What follows belongs to an exercise in optimizing a design on an open flow for small area, a short achievable clock period and few clock cycles; a production flow would make more cautious choices. In this exercise RTL edits were held to simulation tests only and were not proved equivalent to the original. Power and IR drop assume default switching activity.

## constraint.sdc

```tcl
create_clock -name core_clock -period 8.0 [get_ports {clk}]
set_input_delay 1.6000 -clock core_clock [delete_from_list [all_inputs] [get_ports {clk}]]
set_output_delay 1.6000 -clock core_clock [all_outputs]
set_load 0.01 [all_outputs]
```

## run.sh

```bash
#!/bin/bash
# synth_recipe.tcl (not shown) runs the flow's synth.tcl, then flattens the netlist and writes it again
# the make line also repeats each setting of config.mk as NAME=value (left out here)
make -C /OpenROAD-flow-scripts/flow DESIGN_CONFIG=/design/flow/config.mk WORK_HOME=/design/flow/orfs CLKGATE_MAP_FILE= SYNTH_SCRIPT=/design/flow/synth_recipe.tcl finish
```

## design.v

```verilog
package lfu_pkg;
	localparam int SLOTS      = 16;
	localparam int COUNT_BITS = 16;
	localparam int PAGE_W     = 32;
	localparam int IDX_W      = 4;    
	localparam int NSLOT_W    = 5;    
	typedef struct packed {
		logic             load;         
		logic             track;        
		logic             hit_upd;      
		logic             alloc;        
		logic             flush_take;   
		logic             flush_end;    
		logic [IDX_W-1:0] idx;
	} lfu_cmd_t;
	typedef struct packed {
		logic match;        
		logic dirty_live;   
		logic pend;         
		logic out_free;     
	} lfu_sts_t;
endpackage
module lfu_page_cache_directory (
	input  logic        clk,
	input  logic        arst_n,
	input  logic        cfg_valid,
	output logic        cfg_ready,
	input  logic [4:0]  cfg_active_slots,
	input  logic        req_valid,
	output logic        req_ready,
	input  logic        req_func,
	input  logic [31:0] req_page_number,
	input  logic        req_is_write,
	output logic        res_valid,
	input  logic        res_ready,
	output logic [3:0]  res_slot,
	output logic        res_hit,
	output logic        res_fill_needed,
	output logic        res_writeback_valid,
	output logic [3:0]  res_writeback_slot,
	output logic [31:0] res_writeback_page,
	output logic        res_last
);
	localparam int S = 16;
	logic [S-1:0]  valid_q, dirty_q;
	logic [31:0]   page_q [S];
	logic [15:0]   cnt_q  [S];
	logic [4:0]    active_q;
	logic          r_valid_q, r_func_q, r_wr_q;
	logic [31:0]   r_page_q;
	logic [S-1:0]  r_match_q;    
	logic [S-1:0]  r_fix_q;      
	logic          r_feq_q;      
	logic          o_valid_q;
	logic [3:0]    o_slot_q, o_wbs_q;
	logic          o_hit_q, o_fill_q, o_wbv_q, o_last_q;
	logic [31:0]   o_wbp_q;
	logic [7:0]    t1_q;
	logic [3:0]    t2_q;
	logic [1:0]    t3_q;
	logic          t4_q;
	logic [2:0]    settle_q;
	function automatic [S-1:0] lowest(input [S-1:0] v);
		lowest = v & (~v + 16'd1);
	endfunction
	function automatic [3:0] enc(input [S-1:0] oh);
		enc = '0;
		for (int i = 0; i < S; i++)
			if (oh[i]) enc = enc | 4'(i);
	endfunction
	logic [S-1:0]  act;
	always_comb begin
		for (int i = 0; i < S; i++)
			act[i] = (i == 0) || (active_q > 5'd16) || (5'(i) < active_q);
	end
	logic [S-1:0]  match, hit_oh, free, free_oh, dl, dl_oh, one, two, tree_oh, vic_oh, tgt_oh, sel_oh;
	logic          hit, has_free, dl_any, dl_one, vic_ok;
	logic [15:0]   cnt_sel, cnt_inc;
	logic [31:0]   sel_page;
	always_comb begin
		for (int i = 0; i < S; i++) begin
			match[i] = valid_q[i] && act[i] &&
				(r_fix_q[i] ? r_feq_q : r_match_q[i]);
			free[i]  = !valid_q[i] && act[i];
			dl[i]    = valid_q[i] && dirty_q[i] && act[i];
			one[i]   = act[i] && (cnt_q[i] == 16'd1);
			two[i]   = act[i] && (cnt_q[i] == 16'd2);
		end
	end
	assign hit_oh   = lowest(match);
	assign hit      = |match;
	assign free_oh  = lowest(free);
	assign has_free = |free;
	assign dl_oh    = lowest(dl);
	assign dl_any   = |dl;
	assign dl_one   = (dl & ~dl_oh) == '0;
	logic [16:0] k0 [S];
	logic [16:0] k1 [8];
	logic [16:0] k2 [4];
	logic [16:0] k3 [2];
	always_comb begin
		for (int i = 0; i < S; i++) k0[i] = {!act[i], cnt_q[i]};
		for (int i = 0; i < 8; i++) k1[i] = t1_q[i] ? k0[2*i+1] : k0[2*i];
		for (int i = 0; i < 4; i++) k2[i] = t2_q[i] ? k1[2*i+1] : k1[2*i];
		for (int i = 0; i < 2; i++) k3[i] = t3_q[i] ? k2[2*i+1] : k2[2*i];
	end
	logic [3:0] tree_idx;
	assign tree_idx = {t4_q, t4_q ? t3_q[1] : t3_q[0],
		t4_q ? (t3_q[1] ? t2_q[3] : t2_q[2]) : (t3_q[0] ? t2_q[1] : t2_q[0]),
		t1_q[{t4_q, t4_q ? t3_q[1] : t3_q[0],
			t4_q ? (t3_q[1] ? t2_q[3] : t2_q[2]) : (t3_q[0] ? t2_q[1] : t2_q[0])}]};
	always_comb begin
		for (int i = 0; i < S; i++) tree_oh[i] = (tree_idx == 4'(i));
	end
	assign vic_oh = (|one) ? lowest(one) : (|two) ? lowest(two) : tree_oh;
	assign vic_ok = (|one) || (|two) || (settle_q == 3'd4);
	assign tgt_oh = has_free ? free_oh : vic_oh;
	logic out_free, go, do_acc, do_fl, r_done, evict, alloc, take;
	assign out_free  = !o_valid_q || res_ready;
	assign go        = r_valid_q && out_free && (r_func_q || hit || has_free || vic_ok);
	assign do_acc    = go && !r_func_q;
	assign do_fl     = go && r_func_q;
	assign alloc     = do_acc && !hit;
	assign evict     = !hit && !has_free;
	assign r_done    = do_acc || (do_fl && (!dl_any || dl_one));
	assign req_ready = !r_valid_q || r_done;
	assign take      = req_valid && req_ready;
	assign cfg_ready = 1'b1;
	assign sel_oh = r_func_q ? dl_oh : (evict ? vic_oh : '0);
	always_comb begin
		cnt_sel  = '0;
		sel_page = '0;
		for (int i = 0; i < S; i++) begin
			cnt_sel  = cnt_sel  | (cnt_q[i]  & {16{hit_oh[i]}});
			sel_page = sel_page | (page_q[i] & {32{sel_oh[i]}});
		end
	end
	assign cnt_inc = (cnt_sel == 16'hFFFF) ? cnt_sel : cnt_sel + 16'd1;
	always_ff @(posedge clk or negedge arst_n) begin
		if (!arst_n) begin
			valid_q   <= '0;
			dirty_q   <= '0;
			active_q  <= 5'd16;
			r_valid_q <= 1'b0;
			o_valid_q <= 1'b0;
			settle_q  <= '0;
		end else begin
			if (cfg_valid) active_q <= cfg_active_slots;
			if (take)        r_valid_q <= 1'b1;
			else if (r_done) r_valid_q <= 1'b0;
			if (go)             o_valid_q <= 1'b1;
			else if (res_ready) o_valid_q <= 1'b0;
			if (go || cfg_valid)         settle_q <= '0;
			else if (settle_q != 3'd4)   settle_q <= settle_q + 3'd1;
			if (do_acc) begin
				if (hit) begin
					if (r_wr_q) dirty_q <= dirty_q | hit_oh;
				end else begin
					valid_q <= valid_q | tgt_oh;
					dirty_q <= r_wr_q ? (dirty_q | tgt_oh) : (dirty_q & ~tgt_oh);
				end
			end
			if (do_fl) begin
				valid_q <= valid_q & ~dl_oh;
				dirty_q <= dirty_q & ~dl_oh;
			end
		end
	end
	always_ff @(posedge clk) begin
		for (int i = 0; i < 8; i++) t1_q[i] <= k0[2*i+1] < k0[2*i];
		for (int i = 0; i < 4; i++) t2_q[i] <= k1[2*i+1] < k1[2*i];
		for (int i = 0; i < 2; i++) t3_q[i] <= k2[2*i+1] < k2[2*i];
		t4_q <= k3[1] < k3[0];
		if (take) begin
			r_func_q <= req_func;
			r_wr_q   <= req_is_write;
			r_page_q <= req_page_number;
			for (int i = 0; i < S; i++) r_match_q[i] <= (page_q[i] == req_page_number);
			r_fix_q  <= alloc ? tgt_oh : '0;
			r_feq_q  <= (r_page_q == req_page_number);
		end
		for (int i = 0; i < S; i++) begin
			if (do_acc && hit && hit_oh[i])
				cnt_q[i] <= cnt_inc;
			if (alloc && tgt_oh[i]) begin
				cnt_q[i]  <= 16'd1;
				page_q[i] <= r_page_q;
			end
		end
		if (go) begin
			o_slot_q <= r_func_q ? enc(dl_oh) : hit ? enc(hit_oh) : enc(tgt_oh);
			o_hit_q  <= !r_func_q && hit;
			o_fill_q <= !r_func_q && !hit && !r_wr_q;
			o_wbv_q  <= r_func_q ? dl_any : evict;
			o_wbs_q  <= enc(sel_oh);
			o_wbp_q  <= sel_page;
			o_last_q <= !r_func_q || !dl_any || dl_one;
		end
	end
	assign res_valid           = o_valid_q;
	assign res_slot            = o_slot_q;
	assign res_hit             = o_hit_q;
	assign res_fill_needed     = o_fill_q;
	assign res_writeback_valid = o_wbv_q;
	assign res_writeback_slot  = o_wbs_q;
	assign res_writeback_page  = o_wbp_q;
	assign res_last            = o_last_q;
endmodule
```

## config.mk

```make
export PLATFORM = sky130hd
export DESIGN_NAME = lfu_page_cache_directory
export DESIGN_NICKNAME = lfu_page_cache_directory
export VERILOG_FILES = /design/flow/design.v
export SDC_FILE = /design/flow/constraint.sdc
export NUM_CORES = 4
export LEC_CHECK = 0
export CAP_MARGIN = 20
export CORE_MARGIN = 2
export CORE_UTILIZATION = 40
export SLEW_MARGIN = 20
```

==> summary.txt <==
Placement
  • Cell area after placement: 0.0573 mm^2
  • Estimated wirelength of the detail-placed design: 180000 um
  • PortBufs: 89
  • RD Place Congestion: 1.02

Finish
  • Area growth, synth to finish: 12.1%
  • Commonest cells after routing, fill and taps aside: 623 x sky130_fd_sc_hd__edfxtp_1, 544 x sky130_fd_sc_hd__xor2_1, 398 x sky130_fd_sc_hd__nand2_1, 325 x sky130_fd_sc_hd__nor2_1, 271 x sky130_fd_sc_hd__dfxtp_1
  • Share of cells above drive strength 1: 8.57%
  • Final instance area: 0.0606 mm^2
  • Number of antenna repair diodes: 0
  • Net count, final: 5640
  • Commonest non-fill, non-tap cell in the layout: sky130_fd_sc_hd__edfxtp_1

Clocking
  • CTS clk-pin slew, worst paths: 60 ps
  • Cts hold-fix bufs: 0
  • PostCTS Resize Cnt: 0
  • Clock net sink count: 936
  • Post-CTS setup-driven buffer insertion count: 0
  • Total clock buffers created by CTS: 104
  • CTS Root Cell: sky130_fd_sc_hd__clkbuf_16
  • CTS tree: done
  • Clock Tree Buf Depth: 3
  • Latest clock arrival within the worst-skew pair: 780 ps
  • Depth of the CTS H-tree: 3

Setup path
  • Register-to-register setup slack: 1600 ps
  • Crit end category: output port
  • Destination of the worst register-to-register timing path: cnt_q[4][3]$_SDFFE_PP0P_
  • Worst Path Arrival: 5460 ps
  • WS Path Type: reg2out
  • Launch point of the critical path: active_q[2]$_DFFE_PN0P_
  • Critical path data required time: 6400 ps
  • Worst setup SP type: flip-flop
  • Largest fanout on the critical path: 19
  • Worst-case reg-to-reg path depth: 16
  • Reg-to-reg startpoint: active_q[4]$_DFFE_PN1P_
  • Worst setup path end: req_ready

Floorplan
  • Initial cell density of the core: 40.4%
  • Overall die area: 0.138 mm^2
  • Row count: 134
  • Chip height: 372 um
  • Top-Level Pins: 91
  • Area of the core: 0.134 mm^2
  • Die span in x: 372 um

Timing
  • Period Utilization, post-route: 88.3%
  • Setup total negative slack: 0 ps
  • Slew at the pin closest to its max-slew limit: 1270 ps
  • Count of pins over their slew limit: 0
  • Hold violation count in the final report: 0
  • RSZ-0062 raised after global routing: no
  • Max frequency: 142 MHz
  • Worst-case headroom to the max-slew limit: 14.6%
  • Final setup viols: 0
  • Time the final worst path needs with I/O delays and setup: 7060 ps
  • Worst-case clock skew: 56.1 ps

Synth
  • Total standard cell area after synthesis: 0.0541 mm^2
  • Register bit total from synthesis: 936
  • Async set or reset register ratio after synthesis: 4.49%
  • Yosys cell types: 110
  • EDFF count, synth: 623
  • Average footprint of a synthesized cell: 10.1 um^2
  • Dominant cells by area after synthesis: sky130_fd_sc_hd__edfxtp_1 35%, sky130_fd_sc_hd__dfxtp_1 10%, sky130_fd_sc_hd__xor2_1 8.8%
  • Post-Synthesis Cells: 5342
  • Total number of yosys warnings: 7
  • Main flop type after synthesis: sky130_fd_sc_hd__edfxtp_1
  • Post-Synthesis Net Count: 5628
  • Portion of synthesized cell area occupied by the leading cell type: 34.6%
  • Part of the Yosys area used for sequential elements: 46.6%
  • Area leader, netlist: sky130_fd_sc_hd__edfxtp_1

Route
  • Vias after detailed routing: 47300
  • Detail-routed net length per standard cell: 33.4 um
  • Number of nets still failing antenna checks after routing: 0
  • Initial DRC Count: 7280
  • First drt pass iteration count: 6
  • Avg Vias per Cell: 6.56
  • Count of unresolved DRC violations after routing: 0
  • Total wirelength of the detailed-routed design: 241000 um

GRT
  • Sum of overflow across all layers after global routing: 0
  • Maximum number of pins on one net before global-route repair: 49
  • First-pass GRT wire length: 335000 um
  • Initial antenna violation count: 7
  • Via count of the first global-routing pass: 43500
  • Overall Global Routing Usage: 34.0%

Pwr
  • Maximum ir drop on the vdd rail: 0.000203 V
  • Areal power density over the cells: 273 mW/mm^2
  • Pwr Total: 16.5 mW
  • Static Leak: 22.2 nW

Worst hold path
  • Path category of the worst min-delay check: reg2reg

Flow run
  • Max capacitance violation total: 0

Status
  • Result of the run: complete, no violations
[how the worst min path moves through the flow]
stage                                from                         end  slack, ps  depth (start not counted)
5_1_grt        cnt_q[10][10]$_SDFFE_PP0P_  cnt_q[10][10]$_SDFFE_PP0P_        490                          2
3_3_place_gp       r_page_q[23]$_DFFE_PP_     page_q[9][23]$_DFFE_PP_        450                          0
3_5_place_dp   cnt_q[10][10]$_SDFFE_PP0P_  cnt_q[10][10]$_SDFFE_PP0P_        460                          2
2_1_floorplan  cnt_q[10][11]$_SDFFE_PP0P_  cnt_q[10][11]$_SDFFE_PP0P_        450                          2
6_report       cnt_q[10][10]$_SDFFE_PP0P_  cnt_q[10][10]$_SDFFE_PP0P_        480                          2
4_1_cts        cnt_q[10][10]$_SDFFE_PP0P_  cnt_q[10][10]$_SDFFE_PP0P_        470                          2
[cell usage after synthesis, drive strengths merged (78+ instances only)]
cell type,count
ha,242
inv,177
nand4,112
a21oi,234
dfxtp,271
a21o,88
a22oi,205
nand2,401
nand3,102
o21ai,257
nor4,242
clkbuf,262
mux2i,89
and3,78
o22ai,89
xor2,544
buf,81
nor3,148
nor2,337
edfxtp,623
[logic make-up (layout without fill, tap and decap cells)]
logic type      count (synthesis)  in the layout  share of synthesized area [%]
compound gates               1300           1300                           16.7
xor+xnor                      546            546                           8.86
fa+ha+maj                     244            244                           5.64
buf+inv                       521            616                           3.91
flops                         936            936                           46.6
mux                           113            113                           2.15
other cells                     1              1                        0.00693
simple gates                 1681           1681                           16.2
[through the flow]
| step | worst slack [ps] | util, % | std cells | hold slack [ps] |
|---|---|---|---|---|
| floorplan | 1520 | - | 5342 | 449 |
| global placement | 1710 | 42.8 | 7012 | 453 |
| detailed placement | 1670 | 42.8 | 7013 | 461 |
| CTS | 988 | 45.2 | 7202 | 469 |
| global route | 652 | 45.3 | 7205 | 494 |
| finish | 939 | 45.3 | 7205 | 476 |
[critical path: stages (launching register included)]
cell and delay [ps]:
sky130_fd_sc_hd__dfrtp_1 670, sky130_fd_sc_hd__a2111oi_4 750, sky130_fd_sc_hd__inv_2 170, sky130_fd_sc_hd__and3_1 290
sky130_fd_sc_hd__nor2_1 180, sky130_fd_sc_hd__nand4_1 260, sky130_fd_sc_hd__or2_2 420, sky130_fd_sc_hd__nor3_1 610
sky130_fd_sc_hd__nand2_1 230, sky130_fd_sc_hd__o21ai_0 260, sky130_fd_sc_hd__a31o_2 160, sky130_fd_sc_hd__a21bo_2 170
sky130_fd_sc_hd__clkdlybuf4s50_1 540
[registers in the layout (all words and copies together), names as in the netlist, 5 cells and up, named ones only]
name       flops
page_q       512
cnt_q        256
o_wbp_q       32
r_page_q      32
r_fix_q       16
r_match_q     16
valid_q       16
t1_q           8
active_q       5
[metal layers]
metal	share of wire (%)	up-vias	global-route usage [%]
met3	9.5	660	6.04
met1	39	23300	44.2
met5	0.0091	-	0
met2	45	3040	52.8
met4	7.3	4	20.6
li1	-	20200	-
[area by class of cell]
type,count,area [um^2]
fillers,12700,73200
multi-input cells,3885,27200
flip-flops and latches,936,25200
clock buffers,138,2810
well taps,1768,2210
repair buffers,249,2100
inverters,178,677
clock inverters,51,463
[power by group]
group          internal, mW  switching [mW]
clock network          2.61            2.15
registers              5.57           0.435
logic                  1.75            4.01
Testbench counts, summed over its fixed seeds: cycles 4,358.

port drivers added, routing unchanged:
No port has a modelled driver above. Below, the same layout with a new extraction and two added sets of constraints. Step 1 assumes that a clkbuf_16 drives the clock port and a buf_2 every other input. Step 2 adds t to the input delays and takes it off the output delays; t is the mean of the earliest and latest rising clock arrival at the registers after step 1. Input paths then give back, and output paths get back, about the clock's delay inside the block. a / b / c = ideal / step 1 / step 2; a / b = the first two.
t (ns): 0.831
setup slack, ns: 0.939 / 0.859 / 1.597
clock arrival spread, ns: 0.056 / 0.056
worst register clock-pin slew, ns: 0.07 / 0.07
After both steps this run still meets setup and hold. The setup slack of this run moves by -0.080 ns with the drivers and by +0.658 ns with both steps.
